This design comes from an exercise in tuning for small area and a short achievable clock period on the open sky130 flow, not from production work.
Only simulation tests tie the RTL to the original design; equivalence was not proved.
No activity file was given, so power comes from the tool's default toggle rates.

==> flow/design.v, too long to show whole: its modules and the start of the top module <==
// module mag_fa: 10 lines
// module mag_hold: 8 lines
// module fft_mag_sq_frame: 719 lines
module fft_mag_sq_frame
#(
  parameter  int FFT_LEN = 64,
  localparam int IDX_W   = $clog2(FFT_LEN)
) (
  input  logic             aclk,
  input  logic             areset,
  input  logic [31:0]      slave_tdata,
  input  logic             slave_tvalid,
  output logic             slave_tready,
  output logic [31:0]      master_tdata,
  output logic             master_tvalid,
  input  logic             master_tready,
  output logic             master_tlast,
  output logic [IDX_W-1:0] peak_bin,
  output logic [31:0]      peak_mag,
  output logic             peak_valid
);
  // ...
==> flow/flow/run.sh <==
#!/bin/bash
set -euo pipefail
bash standard.sh \
  "BUFFER_PORTS_ARGS=-buffer_cell sky130_fd_sc_hd__buf_1" \
  "CTS_ARGS=-sink_clustering_enable -repair_clock_nets -sink_clustering_size 16 -sink_clustering_max_diameter 50 -buf_list sky130_fd_sc_hd__clkbuf_8 -dont_use_dummy_load" \
  finish > standard.log 2>&1
==> flow/standard.sh <==
#!/bin/bash
# synth_recipe.tcl (not shown) runs the flow's synth.tcl, then flattens the netlist and writes it again
# the make line also repeats each setting of config.mk as NAME=value (left out here)
make -C /OpenROAD-flow-scripts/flow DESIGN_CONFIG=/design/flow/config.mk WORK_HOME=/design/flow/orfs CLKGATE_MAP_FILE= SYNTH_SCRIPT=/design/flow/synth_recipe.tcl "${@:-finish}"
==> flow/config.mk <==
export PLATFORM = sky130hd
export DESIGN_NAME = fft_mag_sq_frame
export DESIGN_NICKNAME = fft_mag_sq_frame
export VERILOG_FILES = /design/flow/design.v
export SDC_FILE = /design/flow/constraint.sdc
export NUM_CORES = 4
export LEC_CHECK = 0
export ABC_CLOCK_PERIOD_IN_PS = 3000
export CAP_MARGIN = 20
export CORE_MARGIN = 2
export CORE_UTILIZATION = 55
export CTS_BUF_LIST = sky130_fd_sc_hd__clkbuf_8
export CTS_CLUSTER_DIAMETER = 50
export CTS_CLUSTER_SIZE = 16
export SETUP_SLACK_MARGIN = 3.75
export SLEW_MARGIN = 20
export SYNTH_HIERARCHICAL = 1
export SYNTH_MINIMUM_KEEP_SIZE = 0
export TNS_END_PERCENT = 5
==> flow/constraint.sdc <==
create_clock -name core_clock -period 7.0 [get_ports {aclk}]
set_input_delay 1.4000 -clock core_clock [delete_from_list [all_inputs] [get_ports {aclk}]]
set_output_delay 1.4000 -clock core_clock [all_outputs]
set_load 0.01 [all_outputs]
==> results.py, run 1 <==
metrics = {
    "logic_synthesis": {
        "synth_top_family_by_area": "adder cells",
        "ys_ff_latch": 220,
        "synthSimpleGateAreaFrac": 0.106,
        "synth_nets": 1539,
        "synth-seq-area-share": 0.391,
        "yosysWarnings": 7,
        "synth_edf_count": 140,
        "synthMuxAreaShare": 0.0608,
    },
    "cells_and_area": {
        "seq_share": 0.366,
        "fin_cells": 1685,
        "largestClassByArea": "multi-input gates",
        "syn_to_final_growth_pct": 8.38,
        "final_cell_area_um2": 16100,
    },
    "place": {
        "place_area_um2": 15500,
        "hpwl_mm": 23.0,
        "portBuffers": 109,
    },
    "sta": {
        "drv_slew": 0,
        "slew_headroom": 0.583,
        "period_needed_ns": 3.27,
        "fmax_mhz": 305,
    },
    "pwr": {
        "seq_power_share": 0.321,
        "ir_drop_mv": 0.195,
    },
    "route": {
        "routed_wl_mm": 30.8,
        "vias": 9156,
        "wl_per_cell_um": 18.3,
        "viasPerCell": 5.43,
        "dr_wl_met2_mm": 14.1,
    },
    "grt": {
        "grtUsageMet2": 0.365,
        "gr-max-usage-layer": "met2",
    },
    "critical_path": {
        "worst_path_max_delay_cell": "clkbuf_4",
        "reg2reg_setup_slack_ns": 3.73,
        "path_max_fanout": 19,
        "cpPeakStageDelay_ns": 0.29,
        "cp-endpoint": "slave_tready",
    },
    "clocking": {
        "cts_resized": 43,
        "clkLatencyLatePin_ns": 0.61,
    },
    "die": {
        "die-area_um2": 28300,
    },
    "run_status": {
        "status": "no timing/DRC/antenna violations",
    },
    "min_path": {
        "hold_class": "register to register",
    },
}
==> run 2: changes to the inputs <==
--- a/flow/config.mk
+++ b/flow/config.mk
@@ -7,5 +7,5 @@
 export LEC_CHECK = 0
 export ABC_CLOCK_PERIOD_IN_PS = 3000
-export CAP_MARGIN = 20
+export CAP_MARGIN = 5
 export CORE_MARGIN = 2
 export CORE_UTILIZATION = 55
@@ -13,6 +13,7 @@
 export CTS_CLUSTER_DIAMETER = 50
 export CTS_CLUSTER_SIZE = 16
+export GPL_TIMING_DRIVEN = 0
 export SETUP_SLACK_MARGIN = 3.75
-export SLEW_MARGIN = 20
+export SLEW_MARGIN = 5
 export SYNTH_HIERARCHICAL = 1
 export SYNTH_MINIMUM_KEEP_SIZE = 0
==> run 2 against run 1 <==
Against the previous run: still clean on timing, DRC and antenna; first-iteration DRC count is 22% lower; non-clock buffer count is 48 higher; sequential share of layout area is 1.4 points lower; setup slack worse by 0.17 ns; critical path depth is 2 higher; clock power is 4.8% lower; die area stayed put; final cell count is 2.7% higher; final area is 3.7% higher; combinational power is 4.9% higher; critical endpoint unchanged.
==> results.py, run 2 <==
metrics = {
    "route": {
        "first_pass_iters": 5,
        "vias": 9308,
        "viasPerCell": 5.38,
        "routed_wl_mm": 32.9,
        "wl_per_cell_um": 19.0,
        "antenna_left": 0,
        "drc": 0,
        "drt_iter0_drc": 497,
    },
    "min_path": {
        "whs_path_depth": 1,
        "holdPathEnd": "s2_bits_r[68]$_DFFE_PP_",
        "hp-start": "s1_im_r[15]$_DFF_P_",
        "hold_class": "register to register",
    },
    "grt": {
        "grtUsageMet2": 0.395,
        "antenna_found_initial": 0,
        "grt_pass1_wl_mm": 52.2,
        "grt_usage": 0.237,
        "met3_usage": 0.0487,
        "grt_max_degree": 42,
        "use_met1": 0.315,
        "overflow": 0,
        "gr-max-usage-layer": "met2",
        "grt_pass1_vias": 9717,
    },
    "cells_and_area": {
        "drive_gt1_frac": 0.151,
        "final_common_cell": "nand2_1",
        "n_fill_cell": 2238,
        "largest-register": "s2_bits_r",
        "antenna_cells": 0,
        "largest_reg_flops": 70,
        "fin_cells": 1731,
        "final_cell_area_um2": 16700,
        "final_core_util": 0.624,
        "final_net_count": 1692,
        "syn_to_final_growth_pct": 12.4,
        "final_cell_mix": "nand2_1, fa_1, edfxtp_1",
    },
    "place": {
        "dp.cells": 1691,
        "globalplace.congestion": 0.897,
        "hpwl_mm": 25.7,
        "portBuffers": 108,
        "place_area_um2": 15800,
        "place_ws_ns": 2.89,
    },
    "sta": {
        "tightestPinTransition_ns": 0.500,
        "finalCritPeriodShare": 0.492,
        "skew_ns": 0.0356,
        "whs_ns": 0.460,
        "period_needed_ns": 3.44,
        "setup_viol": 0,
        "tns_ns": 0,
        "rsz0062_at_grt": "yes",
        "drv_slew": 0,
        "hold_violations": 0,
        "fmax_mhz": 290,
        "setup_ws_ns": 3.56,
        "slew_headroom": 0.664,
    },
    "clocking": {
        "cts_root_buf": "clkbuf_8",
        "cts_tree": "done",
        "clkLatencyLatePin_ns": 0.56,
        "cts_max_level": 1,
        "cts_max_path_buffers": 3,
        "cts.sinks": 220,
        "clk_pin_slew_ns": 0.06,
        "cts_buffers": 27,
    },
    "critical_path": {
        "path_max_fanout": 10,
        "rr_endpoint": "s2_bits_r[21]$_DFFE_PP_",
        "endpoint_kind": "output pin",
        "critPathKind": "primary input to output pin",
        "reg2reg_from": "s1_im_r[12]$_DFF_P_",
        "arrival_ns": 2.04,
        "reg2reg_setup_slack_ns": 3.62,
        "required_ns": 5.60,
        "r2r_cells": 7,
        "critPathLaunchType": "primary input",
    },
    "run": {
        "cap_violations": 0,
    },
    "die": {
        "initial_core_util": 0.556,
        "fp.coreArea_um2": 26700,
        "boundaryPins": 110,
        "die_h_um": 168,
        "die-area_um2": 28300,
        "num_rows": 60,
        "die_x_um": 168,
    },
    "logic_synthesis": {
        "ys_ff_latch": 220,
        "synth-async-reset-ratio": 0,
        "synth-seq-area-share": 0.391,
        "synth_area_um2": 14900,
        "synth_top_area_frac": 0.283,
        "synth_edf_count": 140,
        "ys.flop_type": "edfxtp_1",
        "synth_top_area_cell": "edfxtp_1",
        "synth_common_cells": "nand2_1, fa_1, edfxtp_1, inv_1, dfxtp_1",
        "yosysWarnings": 7,
        "synthMostInstantiatedCell": "nand2_1",
        "synth_cell_types": 56,
        "synthCells": 1239,
        "synthTopCellsByArea": "edfxtp_1, fa_1, dfxtp_1",
        "avgSynthCellArea_um2": 12.0,
        "synth_nets": 1539,
    },
    "pwr": {
        "p_comb_frac": 0.593,
        "power_leakage_nw": 6.44,
        "swShare": 0.417,
        "p_total_mw": 7.53,
        "clockPowerShare": 0.100,
        "p_int_mw": 4.39,
        "switchingPower_mw": 3.14,
        "ir_drop_mv": 0.222,
        "power_density_nw_per_um2": 452,
        "seq_power_share": 0.308,
    },
    "run_status": {
        "status": "no timing/DRC/antenna violations",
    },
}
[run 2: power groups by stage]
stage	sequential, mW	clock (mW)	combinational [mW]
after detailed placement	2.34	0	4.38
final	2.32	0.751	4.47
after global placement	2.34	0	4.30
after CTS	2.32	0.795	4.47
after global routing	2.36	0.830	5.11
after floorplan	2.30	0	3.21
[run 2: layout make-up]
| cell class | count | area [um^2] | share of cell area |
|---|---|---|---|
| flip-flops and latches | 220 | 5890 | 0.353 |
| well taps | 341 | 427 | 0.0256 |
| multi-input cells | 859 | 8400 | 0.503 |
| plain buffers | 49 | 573 | 0.0343 |
| clock buffers | 27 | 372 | 0.0223 |
| repair buffers | 124 | 612 | 0.0367 |
| inverters | 111 | 417 | 0.0250 |
[run 2: kinds of logic after synthesis]
group	Yosys count	synth area share
and+or+nand+nor	356	0.106
adders and majority gates	264	0.317
DFF	220	0.391
buffers and inverters	160	0.0452
AOI/OAI and AO/OA	115	0.0505
muxes	74	0.0608
xor gates and xnor gates	50	0.0295
[run 2: critical path, stage by stage]
cell    delay [ns]
buf_2         0.21
buf_12        0.18
buf_4         0.11
buf_1         0.14
[run 2: Yosys stat by module (local to each module, per instance)]
module            flip-flops and latches  copies in the design  cells inside  cell area [um^2]
fft_mag_sq_frame                     220                     1          1017             10600
mag_hold                               0                     2            18               249
mag_fa                                 0                   186             1              20.0
[run 2: how the worst max path moves through the flow]
stage / cells after the start / start / slack, ns / endpoint
2_1_floorplan: 7 / s1_re_r[8]$_DFF_P_ / 3.68 / s2_bits_r[32]$_DFFE_PP_
3_3_place_gp: 6 / master_tready / -0.85 / run_max_r[26]$_DFFE_PP_
3_5_place_dp: 8 / master_tready / 2.89 / run_max_r[27]$_DFFE_PP_
4_1_cts: 8 / master_tready / 3.49 / run_max_r[22]$_DFFE_PP_
5_1_grt: 4 / master_tready / 3.50 / slave_tready
6_report: 4 / master_tready / 3.56 / slave_tready
[run 2: metal layers]
layer | wire [um] | share of wire | vias to the layer above
li1 | - | - | 4408
met1 | 14500 | 0.44 | 4561
met2 | 15200 | 0.46 | 288
met3 | 2110 | 0.064 | 51
met4 | 1010 | 0.031 | 0
met5 | 0 | 0 | -
[run 2: repair_timing]
item	in CTS	in global routing
gates cloned	0	2
pin swaps	5	0
resized for setup	125	20
setup endpoints to repair	107	47
setup buffers	10	0
hold buffers	0	0
==> run 3: changes to the inputs <==
--- a/flow/config.mk
+++ b/flow/config.mk
@@ -13,5 +13,4 @@
 export CTS_CLUSTER_DIAMETER = 50
 export CTS_CLUSTER_SIZE = 16
-export GPL_TIMING_DRIVEN = 0
 export SETUP_SLACK_MARGIN = 3.75
 export SLEW_MARGIN = 5
==> run 3 against run 2 <==
Against the previous run: non-clock buffer count down 49; largest power group unchanged; sequential share of layout area up 1.4 points; setup slack better by 0.17 ns; global-route usage shrank 1.2 points; area after synthesis did not move; sequential power grew 3%; clock power grew 5.1%; worst hold slack gained 0.0022 ns.
==> results.py, run 3 <==
metrics = {
    "run_status": {
        "status": "no timing/DRC/antenna violations",
    },
    "logic_synthesis": {
        "synthSimpleGateAreaFrac": 0.106,
        "synthMuxAreaShare": 0.0608,
        "synth_edf_count": 140,
        "synth_adder_area_share": 0.317,
        "ys_ff_latch": 220,
        "synthTopCellsByArea": "edfxtp_1, fa_1, dfxtp_1",
        "synth_top_area_frac": 0.283,
        "synth-seq-area-share": 0.391,
        "synth_nets": 1539,
        "synth_common_cells": "nand2_1, fa_1, edfxtp_1, inv_1, dfxtp_1",
        "synthMostInstantiatedCell": "nand2_1",
        "synth-async-reset-ratio": 0,
        "synth_top_area_cell": "edfxtp_1",
        "avgSynthCellArea_um2": 12.0,
        "synth_cell_types": 56,
        "synth_area_um2": 14900,
        "synthCells": 1239,
        "yosysWarnings": 7,
        "synth_top_family_by_area": "adder cells",
        "synth_compound_gate_area_share": 0.0505,
        "ys.flop_type": "edfxtp_1",
        "synthXorXnorAreaFrac": 0.0295,
    },
    "place": {
        "globalplace.congestion": 0.853,
        "portBuffers": 109,
        "place_ws_ns": 3.37,
        "dp.cells": 1646,
        "place_area_um2": 15500,
        "hpwl_mm": 23.0,
    },
    "cells_and_area": {
        "final_common_cell": "nand2_1",
        "final_net_count": 1645,
        "final_cell_mix": "nand2_1, fa_1, edfxtp_1",
        "final_cell_area_um2": 16100,
        "fin_cells": 1684,
        "antenna_cells": 0,
        "largest-register": "s2_bits_r",
        "syn_to_final_growth_pct": 8.20,
        "drive_gt1_frac": 0.122,
        "largest_reg_flops": 70,
    },
    "critical_path": {
        "endpoint_kind": "output pin",
        "path_max_fanout": 19,
        "arrival_ns": 1.87,
        "worst_path_max_delay_cell": "clkbuf_4",
        "cp_num_buf_inv": 2,
        "critical-path-top-delay-family": "buffers and inverters",
        "cp_cell_sequence": "clkbuf_4, buf_1",
        "cpPeakStageDelay_ns": 0.28,
        "critPathKind": "primary input to output pin",
        "critPathLaunchType": "primary input",
        "required_ns": 5.60,
    },
    "grt": {
        "grt_pass1_vias": 9703,
        "grt_usage": 0.225,
        "antenna_found_initial": 0,
        "grt_pass1_wl_mm": 50.1,
        "overflow": 0,
        "grt_max_degree": 87,
    },
    "route": {
        "first_pass_iters": 5,
        "vias": 9159,
        "drt_iter0_drc": 641,
        "drc": 0,
        "antenna_left": 0,
        "viasPerCell": 5.44,
        "wl_per_cell_um": 18.3,
        "routed_wl_mm": 30.8,
    },
    "sta": {
        "period_needed_ns": 3.27,
        "tightestPinTransition_ns": 1.09,
        "tns_ns": 0,
        "drv_slew": 0,
        "finalCritPeriodShare": 0.468,
        "whs_ns": 0.462,
        "skew_ns": 0.0706,
        "rsz0062_at_grt": "yes",
        "setup_viol": 0,
        "slew_headroom": 0.276,
        "hold_violations": 0,
        "fmax_mhz": 306,
        "setup_ws_ns": 3.73,
    },
    "clocking": {
        "cts_tree": "done",
        "cts_buffers": 29,
        "cts_max_path_buffers": 3,
        "cts_root_buf": "clkbuf_8",
        "cts_max_level": 1,
        "cts.sinks": 220,
        "clk_pin_slew_ns": 0.09,
        "clkLatencyLatePin_ns": 0.60,
    },
    "pwr": {
        "clockPowerShare": 0.106,
        "swShare": 0.418,
        "p_int_mw": 4.33,
        "switchingPower_mw": 3.11,
        "power_leakage_nw": 6.12,
        "power_density_nw_per_um2": 463,
        "seq_power_share": 0.321,
        "ir_drop_mv": 0.195,
        "p_comb_frac": 0.573,
    },
    "run": {
        "cap_violations": 0,
    },
    "die": {
        "num_rows": 60,
        "die_h_um": 168,
        "fp.coreArea_um2": 26700,
        "die_x_um": 168,
        "initial_core_util": 0.556,
        "die-area_um2": 28300,
        "boundaryPins": 110,
    },
    "min_path": {
        "hold_class": "register to register",
    },
}
[run 3: changes by cell type in the layout (fill, tap and decap cells not counted), sizes merged]
cell,previous run,this run
buf,135,123
clkbuf,65,30
[run 3: power by group through the flow]
stage	registers, mW	logic [mW]	clock network [mW]
2_1_floorplan	2.30	3.21	0
3_3_place_gp	2.41	4.16	0
3_5_place_dp	2.42	4.26	0
4_1_cts	2.40	4.27	0.831
5_1_grt	2.43	4.90	0.875
6_report	2.39	4.27	0.789
[run 3: cell type report]
| class | count | area (um^2) |
|---|---|---|
| Fill cell | 2225 | 10700 |
| Multi-Input combinational cell | 859 | 8390 |
| Sequential cell | 220 | 5900 |
| Timing Repair Buffer | 124 | 542 |
| Tap cell | 341 | 427 |
| Inverter | 111 | 417 |
| Clock buffer | 29 | 399 |
[run 3: repair_timing]
| action | CTS | global route |
|---|---|---|
| resized for setup | 43 | 9 |
| hold buffers | 0 | 0 |
| setup buffers | 0 | 9 |
| endpoints found under the setup margin | 61 | 84 |
| pin swaps | 0 | 1 |
[run 3: worst paths after layout]
path / start / endpoint / slack [ns] / depth (start not counted)
setup / recovery: master_tready / slave_tready / 3.73 / 2
hold / removal: s3_mag_r[16]$_DFFE_PP_ / run_max_r[16]$_DFFE_PP_ / 0.46 / 0
setup reg to reg: s1_im_r[5]$_DFF_P_ / s2_bits_r[15]$_DFFE_PP_ / 3.73 / 7
hold reg to reg: s3_mag_r[16]$_DFFE_PP_ / run_max_r[16]$_DFFE_PP_ / 0.46 / 0
[run 3: per-stage QoR]
stage	util	total power, mW
finish	0.601	7.44
global route	0.601	8.20
CTS	0.597	7.50
detailed placement	0.580	6.68
global placement	0.580	6.56
floorplan	-	5.51
[run 3: kinds of logic after synthesis]
logic type | Yosys count
simple gates | 356
xor+xnor | 50
buf+inv | 160
compound gates | 115
mux | 74
flops | 220
fa+ha+maj | 264
[run 3: metal layers]
layer	wire length [um]	share of wire	GRT usage	vias up
li1	-	-	-	4306
met5	0	0	0	-
met4	1040	0.034	0.0750	0
met2	14100	0.46	0.365	237
met3	1590	0.052	0.0383	63
met1	14200	0.46	0.312	4553
[run 3: per-module statistics from Yosys, one instance, submodules excluded]
module | cells | flops+latches | copies in the design
fft_mag_sq_frame | 1017 | 220 | 1
mag_fa | 1 | 0 | 186
mag_hold | 18 | 0 | 2
==> run 4: changes to the inputs <==
==> flow/flow/run.sh (replaced) <==
#!/bin/bash
set -euo pipefail
bash standard.sh \
  "BUFFER_PORTS_ARGS=-buffer_cell sky130_fd_sc_hd__buf_1" \
  "CTS_ARGS=-sink_clustering_enable -repair_clock_nets -sink_clustering_size 12 -sink_clustering_max_diameter 40 -buf_list sky130_fd_sc_hd__clkbuf_4 -dont_use_dummy_load" \
  finish > standard.log 2>&1
==> flow/config.mk (replaced) <==
export PLATFORM = sky130hd
export DESIGN_NAME = fft_mag_sq_frame
export DESIGN_NICKNAME = fft_mag_sq_frame
export VERILOG_FILES = /design/flow/design.v
export SDC_FILE = /design/flow/constraint.sdc
export NUM_CORES = 4
export LEC_CHECK = 0
export ABC_CLOCK_PERIOD_IN_PS = 3000
export CAP_MARGIN = 20
export CORE_MARGIN = 2
export CORE_UTILIZATION = 40
export CTS_BUF_LIST = sky130_fd_sc_hd__clkbuf_4
export CTS_CLUSTER_DIAMETER = 40
export CTS_CLUSTER_SIZE = 12
export SETUP_SLACK_MARGIN = 3.75
export SLEW_MARGIN = 20
export SYNTH_HIERARCHICAL = 1
export SYNTH_MINIMUM_KEEP_SIZE = 0
export TNS_END_PERCENT = 5
==> run 4 against run 3 <==
Against the previous run: still clean; combinational power is 3% higher; global-route usage is 5.2 points lower; via count is 0.87% higher; fmax is 2.0% lower; clock-buffer cell count is 8 higher; non-clock buffer count is 3 lower; critical path type is now register to register; highest routed layer unchanged.
==> results.py, run 4 <==
metrics = {
    "sta": {
        "tns_ns": 0,
        "whs_ns": 0.444,
        "rsz0062_at_grt": "yes",
        "hold_violations": 0,
        "fmax_mhz": 299,
        "finalCritPeriodShare": 0.477,
        "drv_slew": 0,
        "setup_viol": 0,
        "setup_ws_ns": 3.66,
        "skew_ns": 0.0862,
        "slew_headroom": 0.430,
        "tightestPinTransition_ns": 0.855,
        "period_needed_ns": 3.34,
    },
    "route": {
        "vias": 9239,
        "antenna_left": 0,
        "viasPerCell": 5.08,
        "routed_wl_mm": 32.6,
        "wl_per_cell_um": 17.9,
        "drt_iter0_drc": 607,
        "drc": 0,
        "first_pass_iters": 5,
    },
    "place": {
        "hpwl_mm": 24.4,
        "place_area_um2": 15600,
        "portBuffers": 109,
        "dp.cells": 1771,
        "globalplace.congestion": 0.893,
        "place_ws_ns": 3.29,
    },
    "grt": {
        "grt_pass1_wl_mm": 52.2,
        "overflow": 0,
        "grt_max_degree": 60,
        "antenna_found_initial": 1,
        "grt_usage": 0.173,
        "grt_pass1_vias": 9655,
    },
    "run": {
        "cap_violations": 0,
    },
    "critical_path": {
        "critPathKind": "register to register",
        "critPathLaunchType": "register",
        "cpMostUsedCell": "fa_1",
        "endpoint_kind": "register",
        "cp_cell_sequence": "inv_1, fa_1, fa_1, fa_1, fa_1, fa_1",
        "required_ns": 7.38,
        "worst_path_max_delay_cell": "dfxtp_2",
        "cp_num_buf_inv": 1,
        "cpPeakStageDelay_ns": 0.61,
        "reg2reg_setup_slack_ns": 3.66,
        "arrival_ns": 3.72,
        "path_max_fanout": 16,
        "reg2reg_from": "s1_im_r[8]$_DFF_P_",
        "rr_endpoint": "s2_bits_r[32]$_DFFE_PP_",
        "critical-path-top-delay-family": "adder cells",
        "r2r_cells": 6,
    },
    "logic_synthesis": {
        "synth_cell_types": 56,
        "synthCells": 1239,
        "synth_edf_count": 140,
        "avgSynthCellArea_um2": 12.0,
        "synth_nets": 1539,
        "ys_ff_latch": 220,
        "synth_area_um2": 14900,
        "yosysWarnings": 7,
        "synth_top_area_cell": "edfxtp_1",
        "synth_top_area_frac": 0.283,
        "synth-async-reset-ratio": 0,
        "synthMostInstantiatedCell": "nand2_1",
        "synth-seq-area-share": 0.391,
        "ys.flop_type": "edfxtp_1",
        "synth_common_cells": "nand2_1, fa_1, edfxtp_1, inv_1, dfxtp_1",
        "synthTopCellsByArea": "edfxtp_1, fa_1, dfxtp_1",
    },
    "clocking": {
        "cts_root_buf": "clkbuf_4",
        "clkLatencyLatePin_ns": 0.67,
        "cts_hold_buf": 0,
        "cts.sinks": 220,
        "cts_max_level": 2,
        "cts_tree": "done",
        "cts_max_path_buffers": 3,
        "clk_pin_slew_ns": 0.11,
        "cts_buffers": 37,
    },
    "pwr": {
        "power_density_nw_per_um2": 462,
        "power_leakage_nw": 6.07,
        "ir_drop_mv": 0.227,
        "p_total_mw": 7.44,
    },
    "die": {
        "initial_core_util": 0.406,
        "num_rows": 70,
        "boundaryPins": 110,
        "die_h_um": 197,
        "die_x_um": 197,
        "fp.coreArea_um2": 36600,
        "die-area_um2": 38700,
    },
    "cells_and_area": {
        "largest-register": "s2_bits_r",
        "final_core_util": 0.440,
        "drive_gt1_frac": 0.125,
        "final_cell_mix": "nand2_1, fa_1, edfxtp_1",
        "largest_reg_flops": 70,
        "final_cell_area_um2": 16100,
        "final_common_cell": "nand2_1",
        "final_net_count": 1650,
        "syn_to_final_growth_pct": 8.42,
        "n_fill_cell": 3462,
        "fin_cells": 1817,
    },
    "run_status": {
        "status": "no timing/DRC/antenna violations",
    },
    "min_path": {
        "hold_class": "register to register",
        "whs_path_depth": 1,
        "hp-start": "run_bin_r[0]$_DFFE_PP_",
        "holdPathEnd": "peak_bin_r[0]$_DFF_P_",
    },
}
## run 4: timing repair
action,CTS,global route
buffers inserted,4,4
endpoints found under the setup margin,80,47
pin swaps,0,1
gates resized for setup,36,11
## run 4: how the worst max path moves through the flow
stage                                  start                      end  slack, ns  cells after the start
after global routing      s1_re_r[3]$_DFF_P_  s2_bits_r[21]$_DFFE_PP_       3.59                      6
after detailed placement       master_tready   s2_bits_r[9]$_DFFE_PP_       3.29                      3
final                     s1_im_r[8]$_DFF_P_  s2_bits_r[32]$_DFFE_PP_       3.66                      6
after CTS                 s1_im_r[1]$_DFF_P_  s2_bits_r[21]$_DFFE_PP_       3.62                      6
after global placement         master_tready   s2_bits_r[9]$_DFFE_PP_       3.35                      3
after floorplan           s1_re_r[8]$_DFF_P_  s2_bits_r[32]$_DFFE_PP_       3.68                      7
## run 4: layout make-up
cell class              instances  area, um^2  area share
clock buffers                  37         278      0.0173
diodes                          1        2.50    0.000155
flip-flops and latches        220        5890       0.366
well taps                     468         586      0.0364
multi-input cells             859        8390       0.521
repair buffers                121         546      0.0339
inverters                     111         417      0.0259
## run 4: kinds of logic (layout without fill, tap and decap cells)
kind of cell,after synthesis,in the layout,share of synthesized area
AOI/OAI and AO/OA,115,115,0.0505
xor gates and xnor gates,50,50,0.0295
adders and majority gates,264,264,0.317
buffers and inverters,160,269,0.0452
DFF,220,220,0.391
muxes,74,74,0.0608
other,0,1,0
and+or+nand+nor,356,356,0.106
## run 4: layer usage
| layer | up-vias | global-route usage | part of all wire |
|---|---|---|---|
| met4 | 0 | 0.0568 | 0.026 |
| met3 | 59 | 0.0341 | 0.069 |
| li1 | 4331 | - | - |
| met2 | 297 | 0.271 | 0.45 |
| met1 | 4552 | 0.243 | 0.46 |
| met5 | - | 0 | 0 |
## run 4: Yosys stat by module, one instance, submodules excluded
| module | copies in the design | flops+latches | cells | cell area (um^2) |
|---|---|---|---|---|
| fft_mag_sq_frame | 1 | 220 | 1017 | 10600 |
| mag_fa | 186 | 0 | 1 | 20.0 |
| mag_hold | 2 | 0 | 18 | 249 |
## run 4: power breakdown
| part | internal (mW) | total, mW | switching, mW |
|---|---|---|---|
| clock | 0.242 | 0.652 | 0.410 |
| combinational | 1.92 | 4.39 | 2.47 |
| sequential | 2.09 | 2.40 | 0.308 |

## port drivers added, routing unchanged
How much do the figures lean on ideal ports? The routed layouts below were timed once more, with nothing changed but the port constraints.
Step 1 (the two cells are an assumption about what drives the block):
set clk [get_ports {aclk}]
set_driving_cell -lib_cell sky130_fd_sc_hd__clkbuf_16 $clk
set_driving_cell -lib_cell sky130_fd_sc_hd__buf_2 [delete_from_list [all_inputs] $clk]
Step 2, shift: input delay + t, output delay - t, t = (earliest + latest rising clock arrival at the registers) / 2. This alone moves slack from input paths to output paths.
Slacks: no drivers / after step 1 / after step 2; pairs: no drivers / after step 1.
run | t, ns | setup WS [ns] | worst hold slack (ns)
run 1 | 0.613 | 3.725 / 3.700 / 3.592 | 0.457 / 0.457 / 0.457
run 2 | 0.585 | 3.556 / 3.532 / 3.373 | 0.460 / 0.460 / 0.460
run 3 | 0.611 | 3.727 / 3.702 / 3.582 | 0.462 / 0.462 / 0.462
run 4 | 0.669 | 3.659 / 3.660 / 3.402 | 0.444 / 0.444 / 0.444
After both steps every run listed still meets setup and hold. For run 4, which loses most, drivers alone change the setup slack by +0.001 ns; drivers and shift together by -0.257 ns.
